This is an optimization exercise on Yosys and OpenROAD, whose aim is small area, not a production implementation.
At most, simulation tests tie the RTL to the original design; equivalence was not proved.
No activity file was given, so power comes from the tool's default toggle rates.

==> run G: inputs <==
## xmodem_checksum_receiver
module xmodem_checksum_receiver
#(
   parameter int unsigned FLASH_BLOCK_BYTES = 1024
) (
   input  logic        clock,
   input  logic        reset,
   input  logic        req_tvalid,
   output logic        req_tready,
   input  logic [15:0] req_tdata,
   input  logic [1:0]  req_tuser,
   output logic        rsp_tvalid,
   input  logic        rsp_tready,
   output logic [47:0] rsp_tdata,
   output logic [3:0]  rsp_tuser,
   output logic        rsp_tlast,
   input  logic        csr_psel,
   input  logic        csr_penable,
   input  logic        csr_pwrite,
   input  logic [3:0]  csr_paddr,
   input  logic [31:0] csr_pwdata,
   output logic [31:0] csr_prdata,
   output logic        csr_pready
);
clock: 7.0 ns
lec_check: 0
cap_margin: 20
core_margin: 2
core_utilization: 40
cts_buf_list: sky130_fd_sc_hd__clkbuf_8
cts_cluster_diameter: 100
cts_cluster_size: 30
slew_margin: 20
run.sh (not shown) runs the stock make flow with config.mk's settings and CLKGATE_MAP_FILE= SYNTH_SCRIPT=/design/flow/synth_recipe.tcl, a recipe that flattens the netlist after the stock synthesis.
==> run R: changes against run G <==
--- a/flow/design.v
+++ b/flow/design.v
@@ -306,83 +306,52 @@
       nb_ff      <= nb_in;
       wa_ff      <= wa_in;
       if (push_commit) begin
          ca_ff <= wa_ff[9:5];
       end
    end
-   logic [3:0] ev_ff  [3];
-   logic [7:0] pay_ff [3];
-   logic [1:0] rd_ff, wr, rd_nx;
-   logic [1:0] ne_ff;
-   logic       half_ff;
+   logic [3:0] kind_ff [4];
+   logic [7:0] pay_ff  [4];
+   logic [1:0] rd_ff;
    logic [2:0] cnt_ff;
    logic [6:0] idx_ff;
+   logic [1:0] wr0, wr1;
    logic [7:0] pay_in;
-   logic [3:0] ev_in;
-   logic       pop, pop_ev, pair;
-   logic [3:0] he, hk;
+   logic       pop;
+   logic [3:0] hk;
    logic [7:0] hp;
-   always_comb begin
-      ev_in = k0;
-      if (count == 2'd2) begin
-         ev_in = {2'b11, k0[1], k0[1] ? k1[0] : k1[1]};
-      end
-   end
    assign rsp_tvalid = (cnt_ff != 3'd0);
    assign req_tready = !cnt_ff[2] && !(cnt_ff[1] && cnt_ff[0]) && !align_busy_ff;
    assign fire       = req_tvalid && req_tready;
    assign pop        = rsp_tvalid && rsp_tready;
+   assign wr0        = rd_ff + cnt_ff[1:0];
+   assign wr1        = wr0 + 2'd1;
    assign pay_in     = push_commit ? {wa_ff[4:0], wa_lo} : rx;
-   always_comb begin
-      case ({rd_ff, ne_ff})
-         4'b00_00, 4'b01_10, 4'b10_01: wr = 2'd0;
-         4'b00_01, 4'b01_00, 4'b10_10: wr = 2'd1;
-         default:                      wr = 2'd2;
-      endcase
-      case (rd_ff)
-         2'd0:    rd_nx = 2'd1;
-         2'd1:    rd_nx = 2'd2;
-         default: rd_nx = 2'd0;
-      endcase
-   end
    always_ff @(posedge clock) begin
-      for (int i = 0; i < 3; i++) begin
-         if (count != 2'd0 && wr == 2'(i)) begin
-            ev_ff[i]  <= ev_in;
-            pay_ff[i] <= pay_in;
+      for (int i = 0; i < 4; i++) begin
+         if (count != 2'd0 && wr0 == 2'(i)) begin
+            kind_ff[i] <= k0;
+            pay_ff[i]  <= pay_in;
+         end else if (count[1] && wr1 == 2'(i)) begin
+            kind_ff[i] <= k1;
          end
       end
    end
-   assign he     = ev_ff[rd_ff];
-   assign hp     = pay_ff[rd_ff];
-   assign pair   = he[3] && he[2];
-   assign pop_ev = pop && !(pair && !half_ff);
-   always_comb begin
-      hk = he;
-      if (pair) begin
-         if (!half_ff) hk = {2'b01, he[1], 1'b1};
-         else if (he[1]) hk = {3'b100, he[0]};
-         else hk = {2'b10, he[0], 1'b1};
-      end
-   end
    always_ff @(posedge clock) begin
       if (reset) begin
-         cnt_ff  <= 3'd0;
-         ne_ff   <= 2'd0;
-         half_ff <= 1'b0;
-         rd_ff   <= 2'd0;
+         cnt_ff <= 3'd0;
       end else begin
-         cnt_ff  <= cnt_ff + {1'b0, count} - {2'd0, pop};
-         ne_ff   <= ne_ff + {1'b0, count != 2'd0} - {1'b0, pop_ev};
-         if (pop) half_ff <= !pop_ev;
-         if (pop_ev) rd_ff <= rd_nx;
+         cnt_ff <= cnt_ff + {1'b0, count} - {2'd0, pop};
       end
+      rd_ff <= rd_ff + {1'b0, pop};
       if (pop) begin
          idx_ff <= (hk == K_DATA) ? idx_ff + 7'd1 : 7'd0;
       end
    end
+   assign hk = kind_ff[rd_ff];
+   assign hp = pay_ff[rd_ff];
    logic is_data, is_commit, is_tx, is_nak, is_ack, is_can, is_done;
    assign is_data   = !hk[3] && !hk[2] && !hk[0];
    assign is_commit = !hk[3] && !hk[2] &&  hk[0];
    assign is_done   = hk[3];
    assign is_nak    = !hk[3] &&  hk[2] && !hk[1];
    assign is_ack    = !hk[3] &&  hk[2] &&  hk[1];
- CTS_BUF_LIST: sky130_fd_sc_hd__clkbuf_8 -> default
- CTS_CLUSTER_DIAMETER: 100 -> default
- CTS_CLUSTER_SIZE: 30 -> default
==> run X: changes against run G <==
- CTS_BUF_LIST: sky130_fd_sc_hd__clkbuf_8 -> sky130_fd_sc_hd__clkbuf_16 sky130_fd_sc_hd__clkbuf_8
- CTS_CLUSTER_DIAMETER: 100 -> 200
- CTS_CLUSTER_SIZE: 30 -> 60
==> run notes <==
In clock-buffer cell count, run X and run G do not differ. Final cell count is the same in run X and run G. The lowest clock power belongs to run G, the highest to run R. Total power: run G < run X < run R. Clock skew, highest first: run G, run R, run X. Flip-flop and latch count: run G is lower than run R (9). Routed wire length, highest first: run R, run X, run G.
The RTL of run G and run X was laid out without a check of its function.

========
==> job 1760: inputs <==
==> flow/design.v <==
package xcr_pkg;
   localparam int unsigned ADDR_BITS     = 20;
   localparam int unsigned PAYLOAD_BYTES = 128;
   localparam int unsigned HEADER_BYTES  = 2;
   localparam logic [7:0]  CHECKSUM_POS  = 8'(HEADER_BYTES + PAYLOAD_BYTES);
   localparam logic [1:0] OP_START = 2'd0;
   localparam logic [1:0] OP_BYTE  = 2'd1;
   localparam logic [1:0] OP_TICK  = 2'd2;
   localparam logic [1:0] OP_WRITE = 2'd3;
   localparam logic [7:0] CH_SOH = 8'h01;
   localparam logic [7:0] CH_EOT = 8'h04;
   localparam logic [7:0] CH_ACK = 8'h06;
   localparam logic [7:0] CH_NAK = 8'h15;
   localparam logic [7:0] CH_CAN = 8'h18;
   localparam logic [1:0] ST_OK        = 2'd0;
   localparam logic [1:0] ST_TIMEOUT   = 2'd1;
   localparam logic [1:0] ST_COMMS     = 2'd2;
   localparam logic [1:0] ST_PROG_FAIL = 2'd3;
   localparam logic [1:0] REG_BASE_ADDRESS  = 2'd0;
   localparam logic [1:0] REG_RETRY_LIMIT   = 2'd1;
   localparam logic [1:0] REG_PREAMBLE_WAIT = 2'd2;
   localparam logic [1:0] REG_BYTE_WAIT     = 2'd3;
   localparam int unsigned QUEUE_DEPTH = 4;
   localparam int unsigned QPTR_BITS   = $clog2(QUEUE_DEPTH);
   localparam int unsigned QCNT_BITS   = $clog2(QUEUE_DEPTH + 1);
   typedef enum logic [4:0] {
      MODE_IDLE  = 5'b00001,
      MODE_WAIT  = 5'b00010,
      MODE_BLOCK = 5'b00100,
      MODE_WRITE = 5'b01000,
      MODE_DONE  = 5'b10000
   } mode_type;
   typedef struct packed {
      logic [7:0]  retry_limit;
      logic [15:0] preamble_wait_ticks;
      logic [15:0] byte_wait_ticks;
   } cfg_type;
   typedef struct packed {
      logic                 tx_valid;
      logic [7:0]           tx_byte;
      logic                 data_valid;
      logic [7:0]           data_byte;
      logic [6:0]           data_index;
      logic                 commit;
      logic [ADDR_BITS-1:0] commit_address;
      logic                 done_res;
      logic [1:0]           status;
      logic                 last;
   } rsp_type;
   localparam int unsigned RSP_BITS = 1 + 8 + 1 + 8 + 7 + 1 + ADDR_BITS + 1 + 2 + 1;
   typedef struct packed {
      rsp_type    res0;
      rsp_type    res1;
      logic [1:0] count;
   } step_out_type;
endpackage
import xcr_pkg::*;
module xmodem_checksum_receiver
#(
   parameter int unsigned FLASH_BLOCK_BYTES = 1024
) (
   input  logic        clock,
   input  logic        reset,
   input  logic        req_tvalid,
   output logic        req_tready,
   input  logic [15:0] req_tdata,
   input  logic [1:0]  req_tuser,
   output logic        rsp_tvalid,
   input  logic        rsp_tready,
   output logic [47:0] rsp_tdata,
   output logic [3:0]  rsp_tuser,
   output logic        rsp_tlast,
   input  logic        csr_psel,
   input  logic        csr_penable,
   input  logic        csr_pwrite,
   input  logic [3:0]  csr_paddr,
   input  logic [31:0] csr_pwdata,
   output logic [31:0] csr_prdata,
   output logic        csr_pready
);
   logic [19:0] base_address_ff;
   logic [7:0]  retry_limit_ff;
   logic [15:0] preamble_wait_ff;
   logic [15:0] byte_wait_ff;
   logic        align_busy_ff;
   logic        csr_write;
   logic [1:0]  reg_index;
   assign csr_pready = 1'b1;
   assign csr_write  = csr_psel && csr_penable && csr_pwrite;
   assign reg_index  = csr_paddr[3:2];
   always_ff @(posedge clock) begin
      if (reset) begin
         base_address_ff  <= '0;
         retry_limit_ff   <= 8'd10;
         preamble_wait_ff <= 16'd5000;
         byte_wait_ff     <= 16'd1000;
      end else if (csr_write) begin
         case (reg_index)
            2'd0: base_address_ff  <= csr_pwdata[19:0];
            2'd1: retry_limit_ff   <= csr_pwdata[7:0];
            2'd2: preamble_wait_ff <= csr_pwdata[15:0];
            2'd3: byte_wait_ff     <= csr_pwdata[15:0];
         endcase
      end
   end
   always_ff @(posedge clock) begin
      align_busy_ff <= !reset && csr_write && (reg_index == 2'd0);
   end
   always_comb begin
      case (reg_index)
         2'd0: csr_prdata = {12'd0, base_address_ff};
         2'd1: csr_prdata = {24'd0, retry_limit_ff};
         2'd2: csr_prdata = {16'd0, preamble_wait_ff};
         default: csr_prdata = {16'd0, byte_wait_ff};
      endcase
   end
   localparam logic [1:0] M_IDLE  = 2'd0;    
   localparam logic [1:0] M_WAIT  = 2'd1;
   localparam logic [1:0] M_BLOCK = 2'd2;
   localparam logic [1:0] M_WRITE = 2'd3;
   localparam logic [1:0] E_DATA   = 2'b00;
   localparam logic [1:0] E_COMMIT = 2'b01;
   localparam logic [1:0] E_SINGLE = 2'b10;   
   localparam logic [1:0] E_PAIR   = 2'b11;   
   logic [1:0]  mode_ff;
   logic [7:0]  pos_ff;       
   logic        flag_ff;      
   logic [7:0]  acc_ff;       
   logic [15:0] tick_ff;      
   logic [7:0]  nb_ff;        
   logic [9:0]  wa_ff;        
   logic [4:0]  ca_ff;        
   logic        fire;
   logic [7:0]  rx;
   logic        is_wait, is_block, is_write;
   logic        op_start, op_byte, op_tick, op_write;
   logic        limit_zero, expire, csum_pos, hdr_pos, ok_block;
   logic [15:0] wsel;
   logic [16:0] gec;
   logic [2:0]  wa_lo;
   logic [7:0]  acc_sum;
   logic        push;
   logic [1:0]  ev_kind;
   logic [1:0]  ev_code;
   assign rx         = req_tdata[7:0];
   assign is_wait    = (mode_ff == M_WAIT);
   assign is_block   = (mode_ff == M_BLOCK);
   assign is_write   = (mode_ff == M_WRITE);
   assign op_start   = fire && (req_tuser == OP_START);
   assign op_byte    = fire && (req_tuser == OP_BYTE);
   assign op_tick    = fire && (req_tuser == OP_TICK);
   assign op_write   = fire && (req_tuser == OP_WRITE);
   assign limit_zero = (retry_limit_ff == 8'd0);
   assign hdr_pos    = pos_ff[7] && pos_ff[6];
   assign csum_pos   = pos_ff[7] && !pos_ff[6];
   assign ok_block   = flag_ff && (rx == acc_ff);
   assign wa_lo      = nb_ff[2:0] - 3'd1;
   assign acc_sum    = acc_ff + (rx | {8{is_wait}});
   assign wsel = is_wait ? preamble_wait_ff : byte_wait_ff;
   always_comb begin
      gec[0] = 1'b1;
      for (int i = 0; i < 16; i++) begin
         gec[i+1] = (tick_ff[i] & ~wsel[i]) | ((tick_ff[i] | ~wsel[i]) & gec[i]);
      end
   end
   assign expire = gec[16];
   always_comb begin
      push    = 1'b0;
      ev_kind = E_SINGLE;
      ev_code = 2'b00;
      if (op_start) begin
         push    = 1'b1;
         ev_code = limit_zero ? 2'b10 : 2'b00;
      end
      if (op_byte && is_wait && rx != CH_SOH) begin
         push = 1'b1;
         if (rx == CH_EOT) begin
            ev_kind = E_PAIR;
            ev_code = 2'b10;
         end else begin
            ev_code = 2'b11;
         end
      end
      if (op_byte && is_block && !hdr_pos) begin
         push = 1'b1;
         if (!pos_ff[7]) begin
            ev_kind = E_DATA;
         end else if (ok_block) begin
            ev_kind = E_COMMIT;
         end else begin
            ev_kind = limit_zero ? E_PAIR : E_SINGLE;
            ev_code = 2'b00;
         end
      end
      if (op_tick && expire && is_block) begin
         push    = 1'b1;
         ev_kind = limit_zero ? E_PAIR : E_SINGLE;
         ev_code = 2'b00;
      end
      if (op_tick && expire && is_wait) begin
         if (acc_ff == 8'd1) begin
            push    = 1'b1;
            ev_code = 2'b10;
         end else if (flag_ff) begin
            push    = 1'b1;
            ev_code = 2'b00;
         end
      end
      if (op_write && is_write) begin
         push = 1'b1;
         if (req_tdata[8]) begin
            ev_kind = limit_zero ? E_PAIR : E_SINGLE;
            ev_code = limit_zero ? 2'b11 : 2'b01;
         end else begin
            ev_kind = E_PAIR;
            ev_code = 2'b01;
         end
      end
   end
   always_ff @(posedge clock) begin
      if (reset) begin
         mode_ff <= M_IDLE;
      end else if (op_start) begin
         mode_ff <= limit_zero ? M_IDLE : M_WAIT;
      end else if (op_byte && is_wait) begin
         mode_ff <= (rx == CH_SOH) ? M_BLOCK : M_IDLE;
      end else if ((op_byte && is_block && csum_pos && !ok_block) || (op_tick && expire && is_block)
                   || (op_write && is_write && req_tdata[8])) begin
         mode_ff <= limit_zero ? M_IDLE : M_WAIT;
      end else if (op_byte && is_block && csum_pos) begin
         mode_ff <= M_WRITE;
      end else if ((op_tick && expire && is_wait && acc_ff == 8'd1) || (op_write && is_write)) begin
         mode_ff <= M_IDLE;
      end
      if (op_byte) begin
         pos_ff <= is_block ? pos_ff + 8'd1 : 8'hFE;
      end
      if (op_start) begin
         flag_ff <= 1'b1;
      end else if (op_byte && is_block && hdr_pos) begin
         flag_ff <= pos_ff[0] ? (flag_ff && acc_sum == 8'd0) : (rx == nb_ff);
      end else if ((op_byte && is_block && csum_pos) || (op_tick && expire && is_block) || (op_write && is_write)) begin
         flag_ff <= 1'b0;
      end
      if (op_start || (op_byte && is_block && csum_pos) || (op_tick && expire && is_block)
          || (op_write && is_write)) begin
         acc_ff <= retry_limit_ff;
      end else if (op_byte && is_wait) begin
         acc_ff <= 8'd1;
      end else if ((op_byte && is_block && !csum_pos) || (op_tick && expire && is_wait)) begin
         acc_ff <= acc_sum;
      end
      if (op_start || op_byte || is_write || (op_tick && expire)) begin
         tick_ff <= 16'd1;
      end else if (op_tick) begin
         tick_ff <= tick_ff + 16'd1;
      end
      if (op_start) begin
         nb_ff <= 8'd1;
         wa_ff <= base_address_ff[19:10];
      end else if (op_write && is_write && req_tdata[8]) begin
         nb_ff <= nb_ff + 8'd1;
         wa_ff <= wa_ff + {9'd0, (nb_ff[2:0] == 3'd0)};
      end
      if (op_byte && is_block && csum_pos) begin
         ca_ff <= wa_ff[9:5];
      end
   end
   logic [1:0] kind_ff [3];
   logic [7:0] pay_ff  [3];
   logic [2:0] rd_ff, wr_ff;     
   logic [2:0] cnt_ff;           
   logic       half_ff;
   logic [6:0] idx_ff;
   logic [7:0] pay_in;
   logic       pop, pop_ev, pair;
   logic [1:0] hkind;
   logic [7:0] hp;
   assign rsp_tvalid = (cnt_ff != 3'd0);
   assign req_tready = !cnt_ff[2] && !(cnt_ff[1] && cnt_ff[0]) && !align_busy_ff;
   assign fire       = req_tvalid && req_tready;
   assign pop        = rsp_tvalid && rsp_tready;
   always_comb begin
      pay_in = rx;
      if (ev_kind == E_COMMIT) begin
         pay_in = {wa_ff[4:0], wa_lo};
      end else if (ev_kind[1]) begin
         pay_in[1:0] = ev_code;
      end
   end
   always_ff @(posedge clock) begin
      for (int i = 0; i < 3; i++) begin
         if (push && wr_ff[i]) begin
            kind_ff[i] <= ev_kind;
            pay_ff[i]  <= pay_in;
         end
      end
   end
   always_comb begin
      hkind = 2'b00;
      hp    = 8'd0;
      for (int i = 0; i < 3; i++) begin
         hkind = hkind | (kind_ff[i] & {2{rd_ff[i]}});
         hp    = hp    | (pay_ff[i]  & {8{rd_ff[i]}});
      end
   end
   assign pair   = (hkind == E_PAIR);
   assign pop_ev = pop && !(pair && !half_ff);
   always_ff @(posedge clock) begin
      if (reset) begin
         cnt_ff  <= 3'd0;
         half_ff <= 1'b0;
         rd_ff   <= 3'b001;
         wr_ff   <= 3'b001;
      end else begin
         cnt_ff <= cnt_ff + {1'b0, push && (ev_kind == E_PAIR), push && (ev_kind != E_PAIR)}
                   - {2'd0, pop};
         if (pop) half_ff <= !pop_ev;
         if (pop_ev) rd_ff <= {rd_ff[1:0], rd_ff[2]};
         if (push) wr_ff <= {wr_ff[1:0], wr_ff[2]};
      end
   end
   logic w_data, w_commit, w_nak, w_ack, w_to, w_comms, w_canpf, w_ok, w_more;
   always_comb begin
      w_data   = (hkind == E_DATA);
      w_commit = (hkind == E_COMMIT);
      w_more   = pair && !half_ff;
      w_nak    = (hkind == E_SINGLE && hp[1:0] == 2'b00) || (w_more && !hp[1]);
      w_ack    = (hkind == E_SINGLE && hp[1:0] == 2'b01) || (w_more &&  hp[1]);
      w_comms  = (hkind == E_SINGLE && hp[1:0] == 2'b11);
      w_to     = (hkind == E_SINGLE && hp[1:0] == 2'b10) || (pair && half_ff && (hp[1] == hp[0]));
      w_ok     = pair && half_ff &&  hp[1] && !hp[0];
      w_canpf  = pair && half_ff && !hp[1] &&  hp[0];
   end
   always_ff @(posedge clock) begin
      if (pop) begin
         idx_ff <= w_data ? idx_ff + 7'd1 : 7'd0;
      end
   end
   assign rsp_tdata = {3'd0,
                       w_comms | w_canpf, w_to | w_canpf,            
                       w_commit ? {ca_ff, hp} : 13'd0, 7'd0,         
                       w_data ? idx_ff : 7'd0,                       
                       w_data ? hp : 8'd0,                           
                       3'd0, w_nak | w_canpf, w_canpf, w_nak | w_ack, w_ack, w_nak};
   assign rsp_tuser = {w_to | w_ok | w_comms | w_canpf, w_commit, w_data, w_nak | w_ack | w_canpf};
   assign rsp_tlast = !w_more;
endmodule
==> flow/run.sh <==
#!/bin/bash
# synth_recipe.tcl (not shown) runs the flow's synth.tcl, then flattens the netlist and writes it again
# the make line also repeats each setting of config.mk as NAME=value (left out here)
make -C /OpenROAD-flow-scripts/flow DESIGN_CONFIG=/design/flow/config.mk WORK_HOME=/design/flow/orfs CLKGATE_MAP_FILE= SYNTH_SCRIPT=/design/flow/synth_recipe.tcl finish
==> flow/config.mk <==
export PLATFORM = sky130hd
export DESIGN_NAME = xmodem_checksum_receiver
export DESIGN_NICKNAME = xmodem_checksum_receiver
export VERILOG_FILES = /design/flow/design.v
export SDC_FILE = /design/flow/constraint.sdc
export NUM_CORES = 4
export LEC_CHECK = 0
export CAP_MARGIN = 20
export CORE_MARGIN = 2
export CORE_UTILIZATION = 40
export CTS_BUF_LIST = sky130_fd_sc_hd__clkbuf_8
export CTS_CLUSTER_DIAMETER = 100
export CTS_CLUSTER_SIZE = 30
export SLEW_MARGIN = 20
==> flow/constraint.sdc <==
create_clock -name core_clock -period 7.0 [get_ports {clock}]
set_input_delay 1.4000 -clock core_clock [delete_from_list [all_inputs] [get_ports {clock}]]
set_output_delay 1.4000 -clock core_clock [all_outputs]
set_load 0.01 [all_outputs]
==> job 7429: changes against job 1760 <==
--- a/flow/design.v
+++ b/flow/design.v
@@ -153,4 +153,4 @@
    assign limit_zero = (retry_limit_ff == 8'd0);
-   assign hdr_pos    = pos_ff[7] && pos_ff[6];
-   assign csum_pos   = pos_ff[7] && !pos_ff[6];
+   assign hdr_pos    = pos_ff[7] && pos_ff[6] && !pos_ff[4] && !pos_ff[1] && !pos_ff[0];
+   assign csum_pos   = !pos_ff[6] && pos_ff[5] && pos_ff[4] && pos_ff[3] && !pos_ff[1] && pos_ff[0];
    assign ok_block   = flag_ff && (rx == acc_ff);
@@ -185,3 +185,3 @@
          push = 1'b1;
-         if (!pos_ff[7]) begin
+         if (!csum_pos) begin
             ev_kind = E_DATA;
@@ -235,3 +235,3 @@
       if (op_byte) begin
-         pos_ff <= is_block ? pos_ff + 8'd1 : 8'hFE;
+         pos_ff <= is_block ? {pos_ff[6:0], pos_ff[7] ^ pos_ff[2]} : 8'hE4;
       end
@@ -240,3 +240,3 @@
       end else if (op_byte && is_block && hdr_pos) begin
-         flag_ff <= pos_ff[0] ? (flag_ff && acc_sum == 8'd0) : (rx == nb_ff);
+         flag_ff <= !pos_ff[5] ? (flag_ff && acc_sum == 8'd0) : (rx == nb_ff);
       end else if ((op_byte && is_block && csum_pos) || (op_tick && expire && is_block) || (op_write && is_write)) begin
==> flow/flow/run.sh (new file) <==
#!/bin/bash
# Own flow: the standard layout (standard.sh) with
#  - an area-oriented ABC mapping in synthesis (flow/synth.tcl, flow/area.abc);
#  - the smallest buffer cell (buf_1) as the port buffer of every input and
#    output port;
#  - one tie cell per constant value instead of one per constant output;
#  - a clock tree built from clkbuf_8 without dummy loads.
# make's output goes to standard.log in the work folder; ORFS keeps each
# step's full log under orfs/logs/.
set -euo pipefail
W=$(pwd)
export MY_ABC_SCRIPT=$W/flow/area.abc
CTS="-sink_clustering_enable -repair_clock_nets -sink_clustering_size 30 -sink_clustering_max_diameter 100 -buf_list sky130_fd_sc_hd__clkbuf_8 -dont_use_dummy_load"
bash standard.sh SYNTH_SCRIPT=$W/flow/synth.tcl "CTS_ARGS=$CTS" \
  "BUFFER_PORTS_ARGS=-buffer_cell sky130_fd_sc_hd__buf_1" SKIP_REPAIR_TIE_FANOUT=1 finish > $W/standard.log 2>&1
==> flow/flow/area.abc (new file) <==
strash
dch -f
amap
==> flow/flow/synth.tcl (new file) <==
# The standard synthesis script (synth_recipe.tcl), with one change: the
# ABC call that maps the combinational logic uses the script named by
# MY_ABC_SCRIPT (area-oriented mapping). Everything before ABC, including
# flip-flop mapping and naming, is the standard synthesis.
proc synth {args} { yosys synth -nofsm -noshare {*}$args }
proc abc {args} {
  set i [lsearch -exact $args -script]
  if {$i >= 0 && [info exists ::env(MY_ABC_SCRIPT)]} {
    lset args [expr {$i + 1}] $::env(MY_ABC_SCRIPT)
  }
  yosys abc {*}$args
}
source $::env(SCRIPTS_DIR)/synth.tcl
# left out here: clear keep_hierarchy, flatten, clean up, hide names made inside functions, write 1_2_yosys.v
==> flow/standard.sh (new file) <==
#!/bin/bash
# synth_recipe.tcl (not shown) runs the flow's synth.tcl, then flattens the netlist and writes it again
# the make line also repeats each setting of config.mk as NAME=value (left out here)
make -C /OpenROAD-flow-scripts/flow DESIGN_CONFIG=/design/flow/config.mk WORK_HOME=/design/flow/orfs CLKGATE_MAP_FILE= SYNTH_SCRIPT=/design/flow/synth_recipe.tcl "${@:-finish}"
CTS_BUF_LIST = not set   (was sky130_fd_sc_hd__clkbuf_8)
CTS_CLUSTER_DIAMETER = not set   (was 100)
CTS_CLUSTER_SIZE = not set   (was 30)
removed: flow/run.sh
==> qor summary <==
Outcome: job 1760 no timing/DRC/antenna violations; job 7429 no timing/DRC/antenna violations
Category of the critical setup timing path: job 1760 in2out; job 7429 reg2reg
Final HPWL from detailed placement: job 1760 15480 um; job 7429 14880 um
Met2 usage in global routing: job 1760 30.71%; job 7429 30.59%
Drt total wl: job 1760 21520 um; job 7429 20390 um
Share of the core filled with cells in the final layout: job 1760 47.70%; job 7429 44.71%
Shortest clock period the worst path allows after layout: job 1760 4.995 ns; job 7429 6.091 ns
Count leader, synth: job 1760 nand2_1; job 7429 nor2_1
Non-filler instance count after layout: job 1760 1327; job 7429 1301
Cell variety after synth: job 1760 65; job 7429 41
Layout clock area frac: job 1760 3.798%; job 7429 2.594%
Peak clock frequency supported by timing: job 1760 200.2 MHz; job 7429 164.2 MHz
Crit path max fanout: job 1760 21; job 7429 19
Lkg Pwr: job 1760 3.839 nW; job 7429 2.990 nW
Area share of the largest cell type after synthesis: job 1760 22.81%; job 7429 24.98%
Placed cell area: job 1760 10050 um^2; job 7429 8755 um^2
Fraction of area in registers: job 1760 38.34%; job 7429 44.40%
Endpoint of the most critical setup path: job 1760 csr_prdata[11]; job 7429 acc_ff[6]
Slew Limit Headroom: job 1760 26.72%; job 7429 30.96%
Mux cell area share after synthesis: job 1760 7.687%; job 7429 0%
Power per cell area: job 1760 231.6 nW/um^2; job 7429 241.0 nW/um^2
Post-layout instance area: job 1760 10440 um^2; job 7429 9019 um^2
Total number of nets in the final design: job 1760 1119; job 7429 1117
Synthesis-to-layout area growth: job 1760 16.65%; job 7429 10.35%
No functional check of the RTL was part of job 1760.

## static timing again, ports no longer ideal
In the flow no input, the clock included, has a driving cell. The finished layouts below were timed again as built, in two steps. Step 1 (the two cells are an assumption about what drives the block):
set clk [get_ports {clock}]
set_driving_cell -lib_cell sky130_fd_sc_hd__clkbuf_16 $clk
set_driving_cell -lib_cell sky130_fd_sc_hd__buf_2 [delete_from_list [all_inputs] $clk]
Step 2 moves the port delays by t, midway between the first and last clock arrival at a register: inputs arrive t later, outputs are due t later. That takes back most of the time a late clock gives input paths. a / b / c = ideal ports / drivers / drivers and shift; a / b = the first two.
run	t (ns)	setup WS [ns]	cell pins on the clock port's net
run G	0.498	1.848 / 1.822 / 1.822	1
run R	0.489	1.934 / 1.947 / 1.474	1
run X	0.473	1.840 / 1.814 / 1.814	1
job 1760	0.493	2.005 / 1.983 / 1.550	1
job 7429	0.478	0.909 / 0.909 / 0.909	1
After both steps every run listed still meets setup and hold. For run R, which loses most, drivers alone change the setup slack by +0.013 ns; drivers and shift together by -0.460 ns.
